Background: an optimization exercise with open tools, aiming at small area and a short achievable clock period. Do not read the settings as production practice.
In this exercise RTL edits were held to simulation tests only and were not proved equivalent to the original.
Power is estimated from default activity; no workload was simulated.

==> run.sh <==
#!/bin/bash
# synth_recipe.tcl (not shown) runs the flow's synth.tcl, then flattens the netlist and writes it again
# the make line also repeats each setting of config.mk as NAME=value (left out here)
make -C /OpenROAD-flow-scripts/flow DESIGN_CONFIG=/design/flow/config.mk WORK_HOME=/design/flow/orfs CLKGATE_MAP_FILE= SYNTH_SCRIPT=/design/flow/synth_recipe.tcl finish
==> config.mk <==
export PLATFORM = sky130hd
export DESIGN_NAME = btb_assoc
export DESIGN_NICKNAME = btb_assoc
export VERILOG_FILES = /design/flow/design.v
export SDC_FILE = /design/flow/constraint.sdc
export NUM_CORES = 4
export LEC_CHECK = 0
export CAP_MARGIN = 20
export CORE_MARGIN = 2
export CORE_UTILIZATION = 65
export CTS_BUF_LIST = sky130_fd_sc_hd__clkbuf_4 sky130_fd_sc_hd__clkbuf_8
export PLACE_DENSITY = 0.75
export SLEW_MARGIN = 20
==> constraint.sdc <==
create_clock -name core_clock -period 7.5 [get_ports {clk}]
set_input_delay 1.5000 -clock core_clock [delete_from_list [all_inputs] [get_ports {clk}]]
set_output_delay 1.5000 -clock core_clock [all_outputs]
set_load 0.01 [all_outputs]
==> design.v <==
package btb_pkg;
    typedef enum logic [1:0] {
        SNT = 2'd0,
        WNT = 2'd1,
        WT  = 2'd2,
        ST  = 2'd3
    } ctr_e;
    localparam int BTB_MAX_W = 64;
    typedef struct packed {
        logic                 valid;
        logic [BTB_MAX_W-1:0] tag;
        ctr_e                 ctr;
        logic [BTB_MAX_W-1:0] target;
    } btb_entry_t;
    function automatic ctr_e ctr_next(ctr_e cur, logic taken);
        ctr_e nxt;
        nxt = cur;
        if (taken && cur != 2'd3) begin
            nxt = ctr_e'(cur + 2'd1);
        end else if (!taken && cur != 2'd0) begin
            nxt = ctr_e'(cur - 2'd1);
        end
        ctr_next = nxt;
    endfunction
endpackage
module btb_stats #(
    parameter int STAT_W = 32
) (
    input  logic              clk,
    input  logic              rst_n,
    input  logic              clr,
    input  logic              br_inc,
    input  logic              hit_inc,
    input  logic              mispr_inc,
    output logic [STAT_W-1:0] br_cnt,
    output logic [STAT_W-1:0] hit_cnt,
    output logic [STAT_W-1:0] mispr_cnt
);
    logic [STAT_W-1:0] br_q, br_d, hit_q, hit_d, mispr_q, mispr_d;
    always_comb begin
        br_d    = br_q;
        hit_d   = hit_q;
        mispr_d = mispr_q;
        if (clr) begin
            br_d    = '0;
            hit_d   = '0;
            mispr_d = '0;
        end else begin
            if (br_inc && br_q != '1)       br_d    = br_q + 1'b1;
            if (hit_inc && hit_q != '1)     hit_d   = hit_q + 1'b1;
            if (mispr_inc && mispr_q != '1) mispr_d = mispr_q + 1'b1;
        end
    end
    always_ff @(posedge clk or negedge rst_n) begin
        if (!rst_n) begin
            br_q    <= '0;
            hit_q   <= '0;
            mispr_q <= '0;
        end else begin
            br_q    <= br_d;
            hit_q   <= hit_d;
            mispr_q <= mispr_d;
        end
    end
    assign br_cnt    = br_q;
    assign hit_cnt   = hit_q;
    assign mispr_cnt = mispr_q;
endmodule
module btb_assoc #(
    parameter int PC_W   = 16,
    parameter int SETS   = 64,
    parameter int STAT_W = 16
) (
    input  logic              clk,
    input  logic              rst_n,
    input  logic              en,
    input  logic              flush,
    input  logic              lk_valid,
    input  logic [PC_W-1:0]   lk_pc,
    output logic              pr_valid,
    output logic              pr_hit,
    output logic              pr_taken,
    output logic [PC_W-1:0]   pr_target,
    input  logic              up_valid,
    input  logic              up_is_br,
    input  logic [PC_W-1:0]   up_pc,
    input  logic              up_taken,
    input  logic [PC_W-1:0]   up_target,
    input  logic              up_pred_taken,
    input  logic              stat_clr,
    output logic [STAT_W-1:0] br_cnt,
    output logic [STAT_W-1:0] hit_cnt,
    output logic [STAT_W-1:0] mispr_cnt
);
    localparam int IDX_W = $clog2(SETS);
    localparam int TAG_W = PC_W - IDX_W;
    logic [SETS-1:0]  v0_q, v1_q, lru_q;
    logic [TAG_W-1:0] tag0_q [SETS], tag1_q [SETS];
    logic [1:0]       ctr0_q [SETS], ctr1_q [SETS];
    logic [PC_W-1:0]  tgt0_q [SETS], tgt1_q [SETS];
    logic             p_go, p_taken, p_lru;
    logic [PC_W-1:0]  p_pc, p_tgt;
    logic [IDX_W-1:0] p_idx;
    logic [TAG_W-1:0] p_tag;
    assign p_idx = p_pc[IDX_W-1:0];
    assign p_tag = p_pc[PC_W-1:IDX_W];
    logic       p_v0, p_v1, p_h0, p_h1, p_miss, p_alloc, we0, we1, p_we;
    logic [1:0] nc0, nc1;
    function automatic logic [1:0] ctr_step(input logic [1:0] c, input logic t);
        ctr_step = t ? ((c == 2'd3) ? c : c + 2'd1) : ((c == 2'd0) ? c : c - 2'd1);
    endfunction
    assign p_v0    = v0_q[p_idx];
    assign p_v1    = v1_q[p_idx];
    assign p_h0    = p_v0 && (tag0_q[p_idx] == p_tag);
    assign p_h1    = p_v1 && (tag1_q[p_idx] == p_tag);
    assign p_miss  = !p_h0 && !p_h1;
    assign p_alloc = p_go && p_miss && p_taken;
    assign we0  = (p_go && p_h0) || (p_alloc && (!p_v0 || (p_v1 && !p_lru)));
    assign we1  = (p_go && p_h1) || (p_alloc && p_v0 && (!p_v1 || p_lru));
    assign p_we = we0 || we1;
    assign nc0  = p_h0 ? ctr_step(ctr0_q[p_idx], p_taken) : 2'd2;
    assign nc1  = p_h1 ? ctr_step(ctr1_q[p_idx], p_taken) : 2'd2;
    logic [IDX_W-1:0] lk_idx, up_idx;
    logic [TAG_W-1:0] lk_tag;
    assign lk_idx = lk_pc[IDX_W-1:0];
    assign lk_tag = lk_pc[PC_W-1:IDX_W];
    assign up_idx = up_pc[IDX_W-1:0];
    logic            lk_same, lk_peq, byp0, byp1;
    logic            lk_m0, lk_m1, lk_use, lk_hit, lk_any;
    logic            lk_c0, lk_c1;
    logic [PC_W-1:0] lk_t0, lk_t1;
    assign lk_same = (lk_idx == p_idx);
    assign lk_peq  = (lk_tag == p_tag);
    assign byp0    = we0 && lk_same;
    assign byp1    = we1 && lk_same;
    assign lk_m0 = byp0 ? lk_peq : (v0_q[lk_idx] && (tag0_q[lk_idx] == lk_tag));
    assign lk_m1 = byp1 ? lk_peq : (v1_q[lk_idx] && (tag1_q[lk_idx] == lk_tag));
    assign lk_c0 = byp0 ? nc0[1] : ctr0_q[lk_idx][1];
    assign lk_c1 = byp1 ? nc1[1] : ctr1_q[lk_idx][1];
    assign lk_t0 = (byp0 && p_taken) ? p_tgt : tgt0_q[lk_idx];
    assign lk_t1 = (byp1 && p_taken) ? p_tgt : tgt1_q[lk_idx];
    assign lk_use = lk_valid && en;
    assign lk_any = lk_m0 || lk_m1;
    assign lk_hit = lk_use && !flush;
    logic            pr_valid_q, pr_hit_q, pr_taken_q;
    logic [PC_W-1:0] pr_target_q;
    always_ff @(posedge clk or negedge rst_n) begin
        if (!rst_n) begin
            pr_valid_q  <= 1'b0;
            pr_hit_q    <= 1'b0;
            pr_taken_q  <= 1'b0;
            pr_target_q <= '0;
        end else begin
            pr_valid_q  <= lk_valid;
            pr_hit_q    <= lk_hit && lk_any;
            pr_taken_q  <= lk_hit && ((lk_m0 && lk_c0) || (lk_m1 && lk_c1));
            pr_target_q <= ({PC_W{lk_hit && lk_m0}} & lk_t0) |
                           ({PC_W{lk_hit && lk_m1}} & lk_t1);
        end
    end
    assign pr_valid  = pr_valid_q;
    assign pr_hit    = pr_hit_q;
    assign pr_taken  = pr_taken_q;
    assign pr_target = pr_target_q;
    always_ff @(posedge clk or negedge rst_n) begin
        if (!rst_n) p_go <= 1'b0;
        else        p_go <= up_valid && up_is_br && !flush;
    end
    always_ff @(posedge clk) begin
        p_pc    <= up_pc;
        p_tgt   <= up_target;
        p_taken <= up_taken;
        p_lru   <= (p_we && (up_idx == p_idx)) ? we0 : lru_q[up_idx];
    end
    logic [SETS-1:0] p_dec, lk_dec;
    always_comb begin
        for (int s = 0; s < SETS; s++) begin
            p_dec[s]  = (p_idx == IDX_W'(s));
            lk_dec[s] = (lk_idx == IDX_W'(s));
        end
    end
    genvar s;
    generate
        for (s = 0; s < SETS; s++) begin : g_set
            always_ff @(posedge clk) begin
                if (we0 && p_dec[s]) begin
                    tag0_q[s] <= p_tag;
                    ctr0_q[s] <= nc0;
                    if (p_taken) tgt0_q[s] <= p_tgt;
                end
                if (we1 && p_dec[s]) begin
                    tag1_q[s] <= p_tag;
                    ctr1_q[s] <= nc1;
                    if (p_taken) tgt1_q[s] <= p_tgt;
                end
            end
            always_ff @(posedge clk or negedge rst_n) begin
                if (!rst_n) begin
                    v0_q[s]  <= 1'b0;
                    v1_q[s]  <= 1'b0;
                    lru_q[s] <= 1'b0;
                end else if (flush) begin
                    v0_q[s]  <= 1'b0;
                    v1_q[s]  <= 1'b0;
                    lru_q[s] <= 1'b0;
                end else begin
                    if (we0 && p_dec[s]) v0_q[s] <= 1'b1;
                    if (we1 && p_dec[s]) v1_q[s] <= 1'b1;
                    if (lk_use && lk_any && lk_dec[s]) lru_q[s] <= !lk_m1;
                    else if (p_we && p_dec[s])         lru_q[s] <= we0;
                end
            end
        end
    endgenerate
    btb_stats #(.STAT_W(STAT_W)) u_stats (
        .clk       (clk),
        .rst_n     (rst_n),
        .clr       (stat_clr),
        .br_inc    (up_valid && up_is_br),
        .hit_inc   (lk_use && lk_any),
        .mispr_inc (up_valid && up_is_br && (up_pred_taken != up_taken)),
        .br_cnt    (br_cnt),
        .hit_cnt   (hit_cnt),
        .mispr_cnt (mispr_cnt)
    );
endmodule
==> impl_summary.log, run 1 <==
[metrics] Halt Stage: 5_1_grt
[metrics] clk sink count: 3878
[metrics] HPWL reported at the end of detailed placement: 557 mm
[metrics] area share of the largest cell type after synthesis: 69.6%
[metrics] total I/O pin count: 125
[metrics] global-route wire length before repair: 1310 mm
[metrics] post-synthesis cell type count: 98
[metrics] number of buffers added on ports: 124
[metrics] Post-CTS Setup Inserts: 0
[metrics] most area-hungry cell type in the Yosys netlist: sky130_fd_sc_hd__edfxtp_1
[metrics] net count after synthesis: 10146
[metrics] largest net degree at the start of global routing: 110
[metrics] largest cells by area after synthesis: sky130_fd_sc_hd__edfxtp_1 (70%), sky130_fd_sc_hd__a22oi_1 (9.1%), sky130_fd_sc_hd__dfrtp_1 (4.2%)
[metrics] most common cell in the synthesized netlist: sky130_fd_sc_hd__edfxtp_1
[metrics] width of the die: 492 um
[metrics] GRT Overall Usage: 82.1%
[metrics] top cells by count, synth: sky130_fd_sc_hd__edfxtp_1 (3584), sky130_fd_sc_hd__a22oi_1 (1878), sky130_fd_sc_hd__nor2_1 (596)
[metrics] Die Height: 492 um
[metrics] Post-CTS Hold Buffers: 0
[metrics] fraction of registers with async set or reset after synthesis: 6.70%
[metrics] site row count: 179
[metrics] Final Wtd Congestion: 1.23
[metrics] error message: [ERROR GRT-0116] Global routing finished with congestion. Check the congestion regions in the DRC Viewer.
[metrics] total congestion overflow after global routing: 3
[metrics] Max clock buf depth: 4
[metrics] dominant register cell in the synthesized netlist: sky130_fd_sc_hd__edfxtp_1
[metrics] status: aborted with a tool error
[metrics] Root Buffer: sky130_fd_sc_hd__clkbuf_8
[metrics] starting density of the core: 65.2%
[metrics] Post-Synthesis Cells: 10085
[metrics] sequential share of the synthesized area: 74.2%
[metrics] mean cell area of the mapped netlist: 15.3 um2
[metrics] synthesized cell area: 0.155 mm2
[metrics] post-synthesis register bit count: 3878
[metrics] total clock buffers created by CTS: 612
[metrics] CTS H-Tree Depth: 6
[metrics] number of gates given a new drive strength after cts: 0
[metrics] number of warnings reported in the yosys synthesis log: 8
[metrics] number of synthesized flops with an enable pin: 3584
[metrics] number of global-route vias before repair: 141875
[metrics] dpl cell area: 0.171 mm2
-- power by group through the flow --
stage,sequential [mW],combinational (mW),clock [mW]
global placement,24.2,1.64,0
detailed placement,24.2,1.69,0
floorplan,24.2,0.643,0
CTS,23.7,1.74,18.5
-- logic make-up after synthesis --
| family | count (synthesis) | share of synthesized area, % |
|---|---|---|
| AOI/OAI and AO/OA | 2619 | 12.8 |
| xor gates and xnor gates | 76 | 0.430 |
| adders and majority gates | 6 | 0.0437 |
| buffers and inverters | 864 | 2.22 |
| DFF | 3878 | 74.2 |
| muxes | 183 | 2.05 |
| and+or+nand+nor | 2459 | 8.22 |
-- per-layer routing --
| metal | GRT overflow | GRT usage (%) |
|---|---|---|
| met1 | 0 | 83.6 |
| met2 | 1 | 91.5 |
| met4 | 2 | 74.7 |
| met3 | 0 | 75.5 |
| met5 | 0 | 54.9 |
-- stage by stage --
step | instances | setup WS, ns
floorplan | 10085 | 0.676
detailed placement | 13647 | -0.246
CTS | 14725 | 0.167
global placement | 13646 | -0.130
-- how the worst min path moves through the flow --
| stage | from | to | slack, ns | depth (start not counted) |
|---|---|---|---|---|
| 2_1_floorplan | v0_q[10]$_DFFE_PN0P_ | v0_q[10]$_DFFE_PN0P_ | 0.48 | 2 |
| 3_3_place_gp | v0_q[3]$_DFFE_PN0P_ | v0_q[3]$_DFFE_PN0P_ | 0.49 | 2 |
| 3_5_place_dp | v1_q[23]$_DFFE_PN0P_ | v1_q[23]$_DFFE_PN0P_ | 0.51 | 2 |
| 4_1_cts | rst_n | u_stats.hit_q[12]$_DFFE_PN0P_ | 0.36 | 1 |
==> run 2, diff against run 1 <==
--- a/config.mk
+++ b/config.mk
@@ -10,4 +10,6 @@
 export CORE_UTILIZATION = 65
 export CTS_BUF_LIST = sky130_fd_sc_hd__clkbuf_4 sky130_fd_sc_hd__clkbuf_8
 export PLACE_DENSITY = 0.75
+export SETUP_SLACK_MARGIN = 3.5
 export SLEW_MARGIN = 20
+export TNS_END_PERCENT = 10
==> run 2 against run 1 <==
Net effect:
- the flow again stops in 5_1_grt
- synthesized area did not move
- synthesized cell count did not move
==> impl_summary.log, run 2 <==
[metrics] status: aborted with a tool error (unchanged)
[metrics] Halt Stage: 5_1_grt (unchanged)
[metrics] error message: [ERROR GRT-0116] Global routing finished with congestion. Check the congestion regions in the DRC Viewer. (unchanged)
[metrics] total clock buffers created by CTS: 612 (unchanged)
[metrics] area share of the largest cell type after synthesis: 69.6% (unchanged)
[metrics] number of warnings reported in the yosys synthesis log: 8 (unchanged)
[metrics] sequential share of the synthesized area: 74.2% (unchanged)
[metrics] number of global-route vias before repair: 166474
[metrics] share of the synthesized area in compound gates (AO/OA/AOI/OAI): 12.8% (unchanged)
[metrics] post-synthesis cell type count: 98 (unchanged)
[metrics] top cells by count, synth: sky130_fd_sc_hd__edfxtp_1 (3584), sky130_fd_sc_hd__a22oi_1 (1878), sky130_fd_sc_hd__nor2_1 (596) (unchanged)
[metrics] total I/O pin count: 125 (unchanged)
[metrics] GRT Overall Usage: 96.5%
[metrics] mux share of post-synthesis cell area: 2.05% (unchanged)
[metrics] CTS H-Tree Depth: 6 (unchanged)
[metrics] Max clock buf depth: 4 (unchanged)
[metrics] width of the die: 492 um (unchanged)
[metrics] clk sink count: 3878 (unchanged)
[metrics] total congestion overflow after global routing: 4495
[metrics] starting density of the core: 65.2% (unchanged)
[metrics] most area-hungry cell type in the Yosys netlist: sky130_fd_sc_hd__edfxtp_1 (unchanged)
[metrics] synthesized cell area: 0.155 mm2 (unchanged)
[metrics] number of buffers added on ports: 124 (unchanged)
[metrics] post-synthesis xor/xnor area fraction: 0.430% (unchanged)
[metrics] Root Buffer: sky130_fd_sc_hd__clkbuf_8 (unchanged)
[metrics] post-synthesis register bit count: 3878 (unchanged)
[metrics] dpl cell area: 0.173 mm2 (was 0.171 mm2)
[metrics] most common cell in the synthesized netlist: sky130_fd_sc_hd__edfxtp_1 (unchanged)
[metrics] fraction of the mapped netlist area in adder cells: 0.0437% (unchanged)
[metrics] dominant combinational cell family by area after synthesis: compound AO/OA/AOI/OAI gates (unchanged)
[metrics] number of synthesized flops with an enable pin: 3584 (unchanged)
[metrics] mean cell area of the mapped netlist: 15.3 um2 (unchanged)
[metrics] setup slack after placement: 0.425 ns (was -0.246 ns)
[metrics] Die Height: 492 um (unchanged)
[metrics] fraction of the mapped netlist area in simple logic gates: 8.22% (unchanged)
[metrics] HPWL reported at the end of detailed placement: 556 mm (was 557 mm)
[metrics] Post-Synthesis Cells: 10085 (unchanged)
[metrics] site row count: 179 (unchanged)
[metrics] fraction of registers with async set or reset after synthesis: 6.70% (unchanged)
[metrics] largest cells by area after synthesis: sky130_fd_sc_hd__edfxtp_1 (70%), sky130_fd_sc_hd__a22oi_1 (9.1%), sky130_fd_sc_hd__dfrtp_1 (4.2%) (unchanged)
[metrics] dominant register cell in the synthesized netlist: sky130_fd_sc_hd__edfxtp_1 (unchanged)
[metrics] net count after synthesis: 10146 (unchanged)
[metrics] largest net degree at the start of global routing: 111
[metrics] global-route wire length before repair: 1590 mm
[metrics] Final Wtd Congestion: 1.21 (was 1.23)
run 2: cell counts after synthesis:
No cell type changed its count.
run 2: stage by stage:
stage,power (mW),std cells
after floorplan,24.9,10085
after global placement,25.9,13801
after detailed placement,25.9,13802
after CTS,44.5,15374
run 2: routing by layer:
layer,track usage [%],overflow
met2,101,1767
met1,96.2,785
met3,93.2,671
met5,85.5,101
met4,95.1,1171
run 2: how the worst max path moves through the flow:
stage | end | cells past startpoint
floorplan | lru_q[17]$_DFFE_PN0P_ | 17
global placement | u_stats.hit_q[8]$_DFFE_PN0P_ | 19
detailed placement | lru_q[20]$_DFFE_PN0P_ | 18
CTS | tgt0_q[46][11]$_DFFE_PP_ | 19
run 2: power by group through the flow:
stage          registers (mW)  clock network [mW]  logic [mW]
3_3_place_gp             24.2                   0        1.68
4_1_cts                  23.7                18.7        2.06
2_1_floorplan            24.2                   0       0.701
3_5_place_dp             24.2                   0        1.73
run 2: logic make-up after synthesis:
| kind of cell | count (synthesis) |
|---|---|
| flops | 3878 |
| compound gates | 2619 |
| simple gates | 2459 |
| buf+inv | 864 |
| mux | 183 |
| xor+xnor | 76 |
| fa+ha+maj | 6 |
run 2: repair_timing:
item / in CTS
pin swaps: 100
setup buffers: 418
endpoints found under the setup margin: 4067
gates cloned: 71
hold endpoints to repair: 0
hold buffers: 0
gates resized for setup: 534
